From an optimization exercise on the open Yosys and OpenROAD flow, aimed at small area, a short achievable clock period and few clock cycles; shortcuts taken in it are not production practice.
Only simulation tests tie the RTL to the original design; equivalence was not proved.
Power figures rest on the tool's default switching activity, not on a simulated workload.

==> branch tundra: inputs <==
==> flow/design.v <==
`timescale 1ns/1ps
package pifo_pkg;
    localparam int VALUE_W = 16;
    localparam int CAP     = 84;  
    typedef logic [VALUE_W-1:0] value_t;
    localparam value_t EMPTY_VALUE = '1;  
    typedef enum logic {
        OP_PUSH = 1'b0,
        OP_POP  = 1'b1
    } op_e;
endpackage
`timescale 1ns/1ps
`timescale 1ns/1ps
`timescale 1ns/1ps
`timescale 1ns/1ps
`timescale 1ns/1ps
module pifo_top (
    input  logic        i_clk,
    input  logic        i_arst_n,
    input  logic        i_req,
    input  logic        i_op,    
    input  logic [15:0] i_data,
    output logic        o_ack,
    output logic [15:0] o_data
);
    localparam int N = pifo_pkg::CAP;
    logic             ack_q;    
    logic             go_q;     
    logic             op_q;     
    pifo_pkg::value_t x_q;      
    pifo_pkg::value_t data_q;   
    logic             valid [N+1];
    pifo_pkg::value_t v     [N+1];
    logic             gt    [N+1];  
    always_ff @(posedge i_clk or negedge i_arst_n) begin
        if (!i_arst_n) begin
            ack_q <= 1'b0;
            go_q  <= 1'b0;
        end else begin
            ack_q <= i_req;
            go_q  <= i_req && !ack_q;
        end
    end
    always_ff @(posedge i_clk) begin
        if (!ack_q) begin
            op_q   <= i_op;
            x_q    <= i_data;
            data_q <= valid[0] ? v[0] : pifo_pkg::EMPTY_VALUE;
        end
    end
    assign o_ack  = ack_q;
    assign o_data = data_q;
    assign valid[N] = 1'b0;
    assign v[N]     = pifo_pkg::EMPTY_VALUE;
    for (genvar i = 0; i < N; i++) begin : g_ent
        logic             gt_l;
        logic             valid_l;
        pifo_pkg::value_t v_l;
        if (i == 0) begin : g_first
            assign gt_l    = 1'b0;
            assign valid_l = 1'b1;
            assign v_l     = x_q;
        end else begin : g_rest
            assign gt_l    = gt[i-1];
            assign valid_l = valid[i-1];
            assign v_l     = v[i-1];
        end
        assign gt[i] = !valid[i] || (v[i] > x_q);
        always_ff @(posedge i_clk or negedge i_arst_n) begin
            if (!i_arst_n) begin
                valid[i] <= 1'b0;
            end else if (go_q) begin
                if (op_q == pifo_pkg::OP_POP) valid[i] <= valid[i+1];
                else                          valid[i] <= valid_l;
            end
        end
        always_ff @(posedge i_clk) begin
            if (go_q) begin
                if (op_q == pifo_pkg::OP_POP) begin
                    v[i] <= v[i+1];
                end else if (gt_l) begin
                    v[i] <= v_l;
                end else if (gt[i]) begin
                    v[i] <= x_q;
                end
            end
        end
    end
endmodule
==> flow/run.sh <==
#!/bin/bash
# synth_recipe.tcl (not shown) runs the flow's synth.tcl, then flattens the netlist and writes it again
# the make line also repeats each setting of config.mk as NAME=value (left out here)
make -C /OpenROAD-flow-scripts/flow DESIGN_CONFIG=/design/flow/config.mk WORK_HOME=/design/flow/orfs CLKGATE_MAP_FILE= SYNTH_SCRIPT=/design/flow/synth_recipe.tcl finish
==> flow/config.mk <==
export PLATFORM = sky130hd
export DESIGN_NAME = pifo_top
export DESIGN_NICKNAME = pifo_top
export VERILOG_FILES = /design/flow/design.v
export SDC_FILE = /design/flow/constraint.sdc
export NUM_CORES = 4
export LEC_CHECK = 0
export CAP_MARGIN = 20
export CORE_MARGIN = 2
export CORE_UTILIZATION = 30
export GPL_ROUTABILITY_DRIVEN = 1
export PLACE_DENSITY = 0.45
export SLEW_MARGIN = 20
==> flow/constraint.sdc <==
create_clock -name core_clock -period 9.0 [get_ports {i_clk}]
set_input_delay 1.8000 -clock core_clock [delete_from_list [all_inputs] [get_ports {i_clk}]]
set_output_delay 1.8000 -clock core_clock [all_outputs]
set_load 0.01 [all_outputs]
==> inputs of branch quartz, as changes to branch tundra <==
==> flow/design.v, changed modules only <==
module pifo_node_ram (
    input  logic i_sel_up,
    input  logic i_up,
    input  logic i_sel_lo,
    input  logic i_lo,
    input  logic i_sel_x,
    input  logic i_x,
    input  logic i_sel_hold,
    input  logic i_hold,
    output logic o_d
);
    assign o_d = (i_sel_up & i_up) | (i_sel_lo & i_lo) | (i_sel_x & i_x) | (i_sel_hold & i_hold);
endmodule
module pifo_level (
    input  logic [15:0] i_a,
    input  logic [15:0] i_nb,  
    output logic        o_gt
);
    always_comb begin
        o_gt = 1'b0;
        for (int k = 0; k < 16; k++) begin
            o_gt = (i_a[k] & i_nb[k]) | (i_a[k] & o_gt) | (i_nb[k] & o_gt);
        end
    end
endmodule
module pifo_top (
    input  logic        i_clk,
    input  logic        i_arst_n,
    input  logic        i_req,
    input  logic        i_op,    
    input  logic [15:0] i_data,
    output logic        o_ack,
    output logic [15:0] o_data
);
    localparam int N = pifo_pkg::CAP;
    logic             ack_q;      
    logic             push_q;     
    logic             pop_q;      
    pifo_pkg::value_t x_q;        
    pifo_pkg::value_t data_q;     
    logic             valid [N+1];
    pifo_pkg::value_t v     [N+1];
    logic             gt_q  [N];   
    always_ff @(posedge i_clk or negedge i_arst_n) begin
        if (!i_arst_n) begin
            ack_q  <= 1'b0;
            push_q <= 1'b0;
            pop_q  <= 1'b0;
        end else begin
            ack_q  <= i_req;
            push_q <= i_req && !ack_q && (i_op == pifo_pkg::OP_PUSH);
            pop_q  <= i_req && !ack_q && (i_op == pifo_pkg::OP_POP);
        end
    end
    always_ff @(posedge i_clk) begin
        if (!ack_q) begin
            x_q    <= i_data;
            data_q <= gt_q[0]  ? x_q  :
                      valid[0] ? v[0] : pifo_pkg::EMPTY_VALUE;
        end
    end
    pifo_pkg::value_t nx;
    assign nx = ~x_q;
    assign o_ack  = ack_q;
    assign o_data = data_q;
    assign valid[N] = 1'b0;
    assign v[N]     = pifo_pkg::EMPTY_VALUE;
    for (genvar i = 0; i < N; i++) begin : g_ent
        logic             gt_l;
        logic             valid_l;
        pifo_pkg::value_t v_l;
        if (i == 0) begin : g_first
            assign gt_l    = 1'b0;
            assign valid_l = 1'b1;
            assign v_l     = x_q;
        end else begin : g_rest
            assign gt_l    = gt_q[i-1];
            assign valid_l = valid[i-1];
            assign v_l     = v[i-1];
        end
        logic sel_up, sel_lo, sel_x, sel_hold;
        assign sel_up   = pop_q;
        assign sel_lo   = gt_l;
        assign sel_x    = gt_q[i] & ~gt_l;
        assign sel_hold = ~(pop_q | gt_q[i]);
        logic gt;
        pifo_level u_cmp (
            .i_a  (v[i]),
            .i_nb (nx),
            .o_gt (gt)
        );
        pifo_pkg::value_t v_d;
        for (genvar b = 0; b < pifo_pkg::VALUE_W; b++) begin : g_bit
            pifo_node_ram u_mux (
                .i_sel_up   (sel_up),
                .i_up       (v[i+1][b]),
                .i_sel_lo   (sel_lo),
                .i_lo       (v_l[b]),
                .i_sel_x    (sel_x),
                .i_x        (x_q[b]),
                .i_sel_hold (sel_hold),
                .i_hold     (v[i][b]),
                .o_d        (v_d[b])
            );
        end
        always_ff @(posedge i_clk) begin
            gt_q[i] <= push_q & (~valid[i] | gt);
            v[i]    <= v_d;
        end
        always_ff @(posedge i_clk or negedge i_arst_n) begin
            if (!i_arst_n) begin
                valid[i] <= 1'b0;
            end else begin
                valid[i] <= (pop_q & valid[i+1])
                          | (~pop_q & (valid[i] | (gt_q[i] & valid_l)));
            end
        end
    end
endmodule
Settings changed: SYNTH_HIERARCHICAL from default to 1.
==> summary of the runs <==
- Between branch tundra and branch quartz, the lower core utilization is in branch tundra (gap 1.3 points).
- Between branch quartz and branch tundra, the lower design area is in branch quartz (gap about 20%, measured against branch tundra).
- Against branch quartz, the sequential power of branch tundra is smaller by 42%.
- Of branch tundra and branch quartz, branch quartz has the higher combinational power (gap about 40%, measured against branch quartz).
- Between branch tundra and branch quartz, the lower maximum frequency is in branch tundra (gap about 28%, measured against branch quartz).
- Clock-buffer cell count: branch quartz is higher than branch tundra (49).
- In branch quartz the worst setup slack is better than in branch tundra, by 1.5 ns.
==> figures <==
metric	branch tundra	branch quartz
Capturing element of the worst setup path	v[21][14]	gt_q[59]
Reg-to-reg critical path endpoint	v[21][14]	gt_q[59]
Detail-routed via count per cell	5.97	6.34
Clock-cell share of area	5.31%	6.74%
Reported sequential group power	9.23 mW	15.9 mW
Switching portion of total power	33.7%	42.9%
Post-Layout Cell Count	14386	13249
Effective utilization at floorplan	30.1%	30.1%
Post-route clock period utilization	58.3%	42.0%
Sum of routed wire length over all layers	433000 µm	339000 µm
Share of synthesized area spent on multiplexers	4.66%	0%
Vias in the first global route	82458	80321
Run status	no timing/DRC/antenna violations	no timing/DRC/antenna violations
Crit-path slowest cell	a31oi_1	buf_4
Layout-to-synthesis area ratio	1.118x	1.160x
Testbench counts of branch tundra, summed over its fixed seeds: cycles 10,240.
Testbench counts of branch quartz, summed over its fixed seeds: cycles 10,240.

---

==> exp/amber <==
Another version of the RTL of pifo_top (not shown whole).
==> module pifo_node_ram, before the edit <==
module pifo_node_ram (
    input  logic i_sel_up,
    input  logic i_up,
    input  logic i_sel_lo,
    input  logic i_lo,
    input  logic i_sel_x,
    input  logic i_x,
    input  logic i_sel_hold,
    input  logic i_hold,
    output logic o_d
);
    assign o_d = (i_sel_up & i_up) | (i_sel_lo & i_lo) | (i_sel_x & i_x) | (i_sel_hold & i_hold);
endmodule
==> module pifo_level, before the edit <==
module pifo_level (
    input  logic [15:0] i_a,
    input  logic [15:0] i_nb,  
    output logic        o_gt
);
    always_comb begin
        o_gt = 1'b0;
        for (int k = 0; k < 16; k++) begin
            o_gt = (i_a[k] & i_nb[k]) | (i_a[k] & o_gt) | (i_nb[k] & o_gt);
        end
    end
endmodule
==> module pifo_top, before the edit <==
module pifo_top (
    input  logic        i_clk,
    input  logic        i_arst_n,
    input  logic        i_req,
    input  logic        i_op,    
    input  logic [15:0] i_data,
    output logic        o_ack,
    output logic [15:0] o_data
);
    localparam int N = pifo_pkg::CAP;
    logic             ack_q;      
    logic             nack_q;     
    logic             push_q;     
    logic             pop_q;      
    logic             rst_q;      
    pifo_pkg::value_t x_q;        
    pifo_pkg::value_t nx_q;       
    pifo_pkg::value_t res_q;      
    pifo_pkg::value_t data_q;     
    pifo_pkg::value_t v     [N+1];
    logic             gt_q  [N];   
    always_ff @(posedge i_clk or negedge i_arst_n) begin
        if (!i_arst_n) begin
            ack_q  <= 1'b0;
            nack_q <= 1'b1;
            push_q <= 1'b0;
            pop_q  <= 1'b0;
        end else begin
            ack_q  <= i_req;
            nack_q <= !i_req;
            push_q <= i_req && nack_q && (i_op == pifo_pkg::OP_PUSH);
            pop_q  <= i_req && nack_q && (i_op == pifo_pkg::OP_POP);
        end
    end
    always_ff @(posedge i_clk) begin
        rst_q <= !i_arst_n;
        if (!i_arst_n) begin
            x_q <= pifo_pkg::EMPTY_VALUE;  
        end else if (nack_q) begin
            x_q <= i_data;
        end
        nx_q <= ~i_data;  
        if (nack_q && i_req) begin
            res_q <= gt_q[0] ? x_q : v[0];
        end
        data_q <= nack_q ? (gt_q[0] ? x_q : v[0]) : res_q;
    end
    assign o_ack  = ack_q;
    assign o_data = data_q;
    assign v[N]     = pifo_pkg::EMPTY_VALUE;
    for (genvar i = 0; i < N; i++) begin : g_ent
        logic             gt_l;
        pifo_pkg::value_t v_l;
        if (i == 0) begin : g_first
            assign gt_l    = 1'b0;
            assign v_l     = x_q;
        end else begin : g_rest
            assign gt_l    = gt_q[i-1];
            assign v_l     = v[i-1];
        end
        logic sel_up, sel_lo, sel_x, sel_hold;
        assign sel_up   = pop_q & ~gt_q[i];  
        assign sel_lo   = gt_l;
        assign sel_x    = (gt_q[i] & ~gt_l) | rst_q;
        assign sel_hold = ~(pop_q | gt_q[i] | rst_q);
        logic gt;
        pifo_level u_cmp (
            .i_a  (v[i]),
            .i_nb (nx_q),
            .o_gt (gt)
        );
        pifo_pkg::value_t v_d;
        for (genvar b = 0; b < pifo_pkg::VALUE_W; b++) begin : g_bit
            pifo_node_ram u_mux (
                .i_sel_up   (sel_up),
                .i_up       (v[i+1][b]),
                .i_sel_lo   (sel_lo),
                .i_lo       (v_l[b]),
                .i_sel_x    (sel_x),
                .i_x        (x_q[b]),
                .i_sel_hold (sel_hold),
                .i_hold     (v[i][b]),
                .o_d        (v_d[b])
            );
        end
        always_ff @(posedge i_clk) begin
            gt_q[i] <= push_q & gt;
            v[i]    <= v_d;
        end
    end
endmodule
==> flow/config.mk <==
export PLATFORM = sky130hd
export DESIGN_NAME = pifo_top
export DESIGN_NICKNAME = pifo_top
export VERILOG_FILES = /design/flow/design.v
export SDC_FILE = /design/flow/constraint.sdc
export NUM_CORES = 4
export LEC_CHECK = 0
export CAP_MARGIN = 20
export CORE_MARGIN = 2
export CORE_UTILIZATION = 40
export CTS_CLUSTER_DIAMETER = 100
export CTS_CLUSTER_SIZE = 20
export GPL_ROUTABILITY_DRIVEN = 1
export PLACE_DENSITY = 0.52
export SLEW_MARGIN = 20
==> flow/constraint.sdc <==
create_clock -name core_clock -period 9.0 [get_ports {i_clk}]
set_input_delay 1.8000 -clock core_clock [delete_from_list [all_inputs] [get_ports {i_clk}]]
set_output_delay 1.8000 -clock core_clock [all_outputs]
set_load 0.01 [all_outputs]
standard.sh (not shown) runs the stock make flow with config.mk's settings and CLKGATE_MAP_FILE= SYNTH_SCRIPT=/design/flow/synth_recipe.tcl, a recipe that flattens the netlist after the stock synthesis.
==> flow/flow/run.sh <==
#!/bin/bash
# The standard layout with two changes to how it is made (the constraints are unchanged):
#  - synthesis maps the logic with a shorter ABC script (one SOP-balancing pass, then
#    delay-oriented mapping with 30% delay relaxation for area recovery), from
#    flow/abc_speed.script, in place of ORFS.s script with five balancing passes;
#    registers are mapped before ABC runs, so they are the standard synthesis's;
#  - timing repair treats any path with less than SETUP_SLACK_MARGIN ns of slack as failing,
#    so it aims at a shorter clock period than the design's, on every such path.
set -euo pipefail
rm -rf scripts_abc
cp -r "$FLOW_HOME/scripts" scripts_abc
cp flow/abc_speed.script scripts_abc/abc_speed.script
bash standard.sh SCRIPTS_DIR="$PWD/scripts_abc" SETUP_SLACK_MARGIN=5.9 TNS_END_PERCENT=100 finish > standard.log 2>&1
==> flow/flow/abc_speed.script <==
strash
&get -n
&fraig -x
&put
dc2
strash
&get -n
&dch -f
&nf
&st
&syn2
&if -g -K 6
&synch2
&nf -R 30
&put
==> inputs of exp/onyx, as changes to exp/amber <==
==> flow/design.v (replaced) <==
`timescale 1ns/1ps
package pifo_pkg;
    localparam int VALUE_W = 16;
    localparam int CAP     = 84;  
    typedef logic [VALUE_W-1:0] value_t;
    localparam value_t EMPTY_VALUE = '1;  
    typedef enum logic {
        OP_PUSH = 1'b0,
        OP_POP  = 1'b1
    } op_e;
endpackage
`timescale 1ns/1ps
`timescale 1ns/1ps
`timescale 1ns/1ps
`timescale 1ns/1ps
`timescale 1ns/1ps
module pifo_top (
    input  logic        i_clk,
    input  logic        i_arst_n,
    input  logic        i_req,
    input  logic        i_op,    
    input  logic [15:0] i_data,
    output logic        o_ack,
    output logic [15:0] o_data
);
    localparam int N = pifo_pkg::CAP;
    logic             ack_q;      
    logic             push_q;     
    logic             pop_q;      
    pifo_pkg::value_t x_q;        
    pifo_pkg::value_t data_q;     
    logic             valid [N+1];
    pifo_pkg::value_t v     [N+1];
    logic             gt_q  [N];   
    function automatic logic cmp_gt(input logic [15:0] a, input logic [15:0] b);
        logic c;
        c = 1'b0;
        for (int k = 0; k < 16; k++) begin
            c = (a[k] & ~b[k]) | (a[k] & c) | (~b[k] & c);
        end
        cmp_gt = c;
    endfunction
    always_ff @(posedge i_clk or negedge i_arst_n) begin
        if (!i_arst_n) begin
            ack_q  <= 1'b0;
            push_q <= 1'b0;
            pop_q  <= 1'b0;
        end else begin
            ack_q  <= i_req;
            push_q <= i_req && !ack_q && (i_op == pifo_pkg::OP_PUSH);
            pop_q  <= i_req && !ack_q && (i_op == pifo_pkg::OP_POP);
        end
    end
    always_ff @(posedge i_clk) begin
        if (!ack_q) begin
            x_q    <= i_data;
            data_q <= gt_q[0]  ? x_q  :
                      valid[0] ? v[0] : pifo_pkg::EMPTY_VALUE;
        end
    end
    assign o_ack  = ack_q;
    assign o_data = data_q;
    assign valid[N] = 1'b0;
    assign v[N]     = pifo_pkg::EMPTY_VALUE;
    for (genvar i = 0; i < N; i++) begin : g_ent
        logic             gt_l;
        logic             valid_l;
        pifo_pkg::value_t v_l;
        if (i == 0) begin : g_first
            assign gt_l    = 1'b0;
            assign valid_l = 1'b1;
            assign v_l     = x_q;
        end else begin : g_rest
            assign gt_l    = gt_q[i-1];
            assign valid_l = valid[i-1];
            assign v_l     = v[i-1];
        end
        logic sel_up, sel_lo, sel_x, sel_hold;
        assign sel_up   = pop_q;
        assign sel_lo   = gt_l;
        assign sel_x    = gt_q[i] & ~gt_l;
        assign sel_hold = ~(pop_q | gt_q[i]);
        always_ff @(posedge i_clk) begin
            gt_q[i] <= push_q & (~valid[i] | cmp_gt(v[i], x_q));
            v[i]    <= ({16{sel_up}}   & v[i+1])
                     | ({16{sel_lo}}   & v_l)
                     | ({16{sel_x}}    & x_q)
                     | ({16{sel_hold}} & v[i]);
        end
        always_ff @(posedge i_clk or negedge i_arst_n) begin
            if (!i_arst_n) begin
                valid[i] <= 1'b0;
            end else begin
                valid[i] <= (pop_q & valid[i+1])
                          | (~pop_q & (valid[i] | (gt_q[i] & valid_l)));
            end
        end
    end
endmodule
==> flow/run.sh (new file) <==
#!/bin/bash
# synth_recipe.tcl (not shown) runs the flow's synth.tcl, then flattens the netlist and writes it again
# the make line also repeats each setting of config.mk as NAME=value (left out here)
make -C /OpenROAD-flow-scripts/flow DESIGN_CONFIG=/design/flow/config.mk WORK_HOME=/design/flow/orfs CLKGATE_MAP_FILE= SYNTH_SCRIPT=/design/flow/synth_recipe.tcl finish
Settings changed: CORE_UTILIZATION 40 to 30, CTS_CLUSTER_DIAMETER 100 to not set, CTS_CLUSTER_SIZE 20 to not set, PLACE_DENSITY 0.52 to 0.45.
removed: flow/flow/run.sh
removed: flow/flow/abc_speed.script
removed: flow/standard.sh
==> inputs of exp/quartz, as changes to exp/amber <==
--- a/flow/design.v
+++ b/flow/design.v
@@ -51,12 +51,9 @@
     localparam int N = pifo_pkg::CAP;
     logic             ack_q;      
-    logic             nack_q;     
     logic             push_q;     
     logic             pop_q;      
-    logic             rst_q;      
     pifo_pkg::value_t x_q;        
-    pifo_pkg::value_t nx_q;       
-    pifo_pkg::value_t res_q;      
     pifo_pkg::value_t data_q;     
+    logic             valid [N+1];
     pifo_pkg::value_t v     [N+1];
     logic             gt_q  [N];   
@@ -64,49 +61,47 @@
         if (!i_arst_n) begin
             ack_q  <= 1'b0;
-            nack_q <= 1'b1;
             push_q <= 1'b0;
             pop_q  <= 1'b0;
         end else begin
             ack_q  <= i_req;
-            nack_q <= !i_req;
-            push_q <= i_req && nack_q && (i_op == pifo_pkg::OP_PUSH);
-            pop_q  <= i_req && nack_q && (i_op == pifo_pkg::OP_POP);
+            push_q <= i_req && !ack_q && (i_op == pifo_pkg::OP_PUSH);
+            pop_q  <= i_req && !ack_q && (i_op == pifo_pkg::OP_POP);
         end
     end
     always_ff @(posedge i_clk) begin
-        rst_q <= !i_arst_n;
-        if (!i_arst_n) begin
-            x_q <= pifo_pkg::EMPTY_VALUE;  
-        end else if (nack_q) begin
-            x_q <= i_data;
+        if (!ack_q) begin
+            x_q    <= i_data;
+            data_q <= gt_q[0]  ? x_q  :
+                      valid[0] ? v[0] : pifo_pkg::EMPTY_VALUE;
         end
-        nx_q <= ~i_data;  
-        if (nack_q && i_req) begin
-            res_q <= gt_q[0] ? x_q : v[0];
-        end
-        data_q <= nack_q ? (gt_q[0] ? x_q : v[0]) : res_q;
     end
+    pifo_pkg::value_t nx;
+    assign nx = ~x_q;
     assign o_ack  = ack_q;
     assign o_data = data_q;
+    assign valid[N] = 1'b0;
     assign v[N]     = pifo_pkg::EMPTY_VALUE;
     for (genvar i = 0; i < N; i++) begin : g_ent
         logic             gt_l;
+        logic             valid_l;
         pifo_pkg::value_t v_l;
         if (i == 0) begin : g_first
             assign gt_l    = 1'b0;
+            assign valid_l = 1'b1;
             assign v_l     = x_q;
         end else begin : g_rest
             assign gt_l    = gt_q[i-1];
+            assign valid_l = valid[i-1];
             assign v_l     = v[i-1];
         end
         logic sel_up, sel_lo, sel_x, sel_hold;
-        assign sel_up   = pop_q & ~gt_q[i];  
+        assign sel_up   = pop_q;
         assign sel_lo   = gt_l;
-        assign sel_x    = (gt_q[i] & ~gt_l) | rst_q;
-        assign sel_hold = ~(pop_q | gt_q[i] | rst_q);
+        assign sel_x    = gt_q[i] & ~gt_l;
+        assign sel_hold = ~(pop_q | gt_q[i]);
         logic gt;
         pifo_level u_cmp (
             .i_a  (v[i]),
-            .i_nb (nx_q),
+            .i_nb (nx),
             .o_gt (gt)
         );
@@ -126,6 +121,14 @@
         end
         always_ff @(posedge i_clk) begin
-            gt_q[i] <= push_q & gt;
+            gt_q[i] <= push_q & (~valid[i] | gt);
             v[i]    <= v_d;
+        end
+        always_ff @(posedge i_clk or negedge i_arst_n) begin
+            if (!i_arst_n) begin
+                valid[i] <= 1'b0;
+            end else begin
+                valid[i] <= (pop_q & valid[i+1])
+                          | (~pop_q & (valid[i] | (gt_q[i] & valid_l)));
+            end
         end
     end
==> flow/flow/run.sh (replaced) <==
#!/bin/bash
set -euo pipefail
bash standard.sh SETUP_SLACK_MARGIN=6 TNS_END_PERCENT=0 finish > standard.log 2>&1
Settings changed: CORE_UTILIZATION 40 to 30, CTS_CLUSTER_DIAMETER 100 to not set, CTS_CLUSTER_SIZE 20 to not set, PLACE_DENSITY 0.52 to 0.45, SYNTH_HIERARCHICAL set to 1.
removed: flow/flow/abc_speed.script
==> notes <==
- exp/onyx completed with no timing, DRC or antenna violations. exp/quartz finished with timing, DRC and antenna clean. exp/amber ran to the end with no violations.
- The lowest sequential share of layout area belongs to exp/onyx, the highest to exp/amber.
- Of exp/amber and exp/onyx, exp/onyx has the higher clock-buffer cell count (gap 194).
- Hold slack: exp/onyx is better than exp/amber (0.0042 ns).
- Critical path depth: exp/onyx < exp/amber < exp/quartz.
- The highest clock skew belongs to exp/onyx, the lowest to exp/amber.
- Die area: exp/amber < exp/quartz < exp/onyx.
Testbench counts of exp/amber, summed over its fixed seeds: cycles 10,240.
Testbench counts of exp/onyx, summed over its fixed seeds: cycles 10,240.
Testbench counts of exp/quartz, summed over its fixed seeds: cycles 10,240.

-- static timing again, ports no longer ideal --
The flow's constraints put no driver on any port. The routed layouts listed below were extracted and timed again, unchanged, in two steps. Step 1: set_driving_cell puts a clkbuf_16 on i_clk and a buf_2 on each other input, an assumption about the parent block. Step 2 times the ports against the registers' clock, not the clock port: input delays grow and output delays shrink by t, the midpoint of the rising clock arrivals with the driver on. Slacks: ideal ports / drivers / drivers and shift; pairs: ideal ports / drivers.
run	t, ns	setup WS [ns]	worst data-port slew with drivers (ns)	pins driven straight from the clock port
branch tundra	0.976	3.757 / 3.757 / 3.757	0.29	1
branch quartz	0.917	5.223 / 5.223 / 5.223	0.05	1
exp/amber	0.819	5.962 / 5.895 / 5.735	0.07	1
exp/onyx	0.952	5.069 / 4.969 / 5.312	0.09	1
exp/quartz	0.917	5.787 / 5.751 / 5.787	0.06	1
After both steps setup and hold are still met in every run listed. The setup slack of exp/amber, which loses most, moves by -0.067 ns with the drivers and by -0.227 ns with both steps.
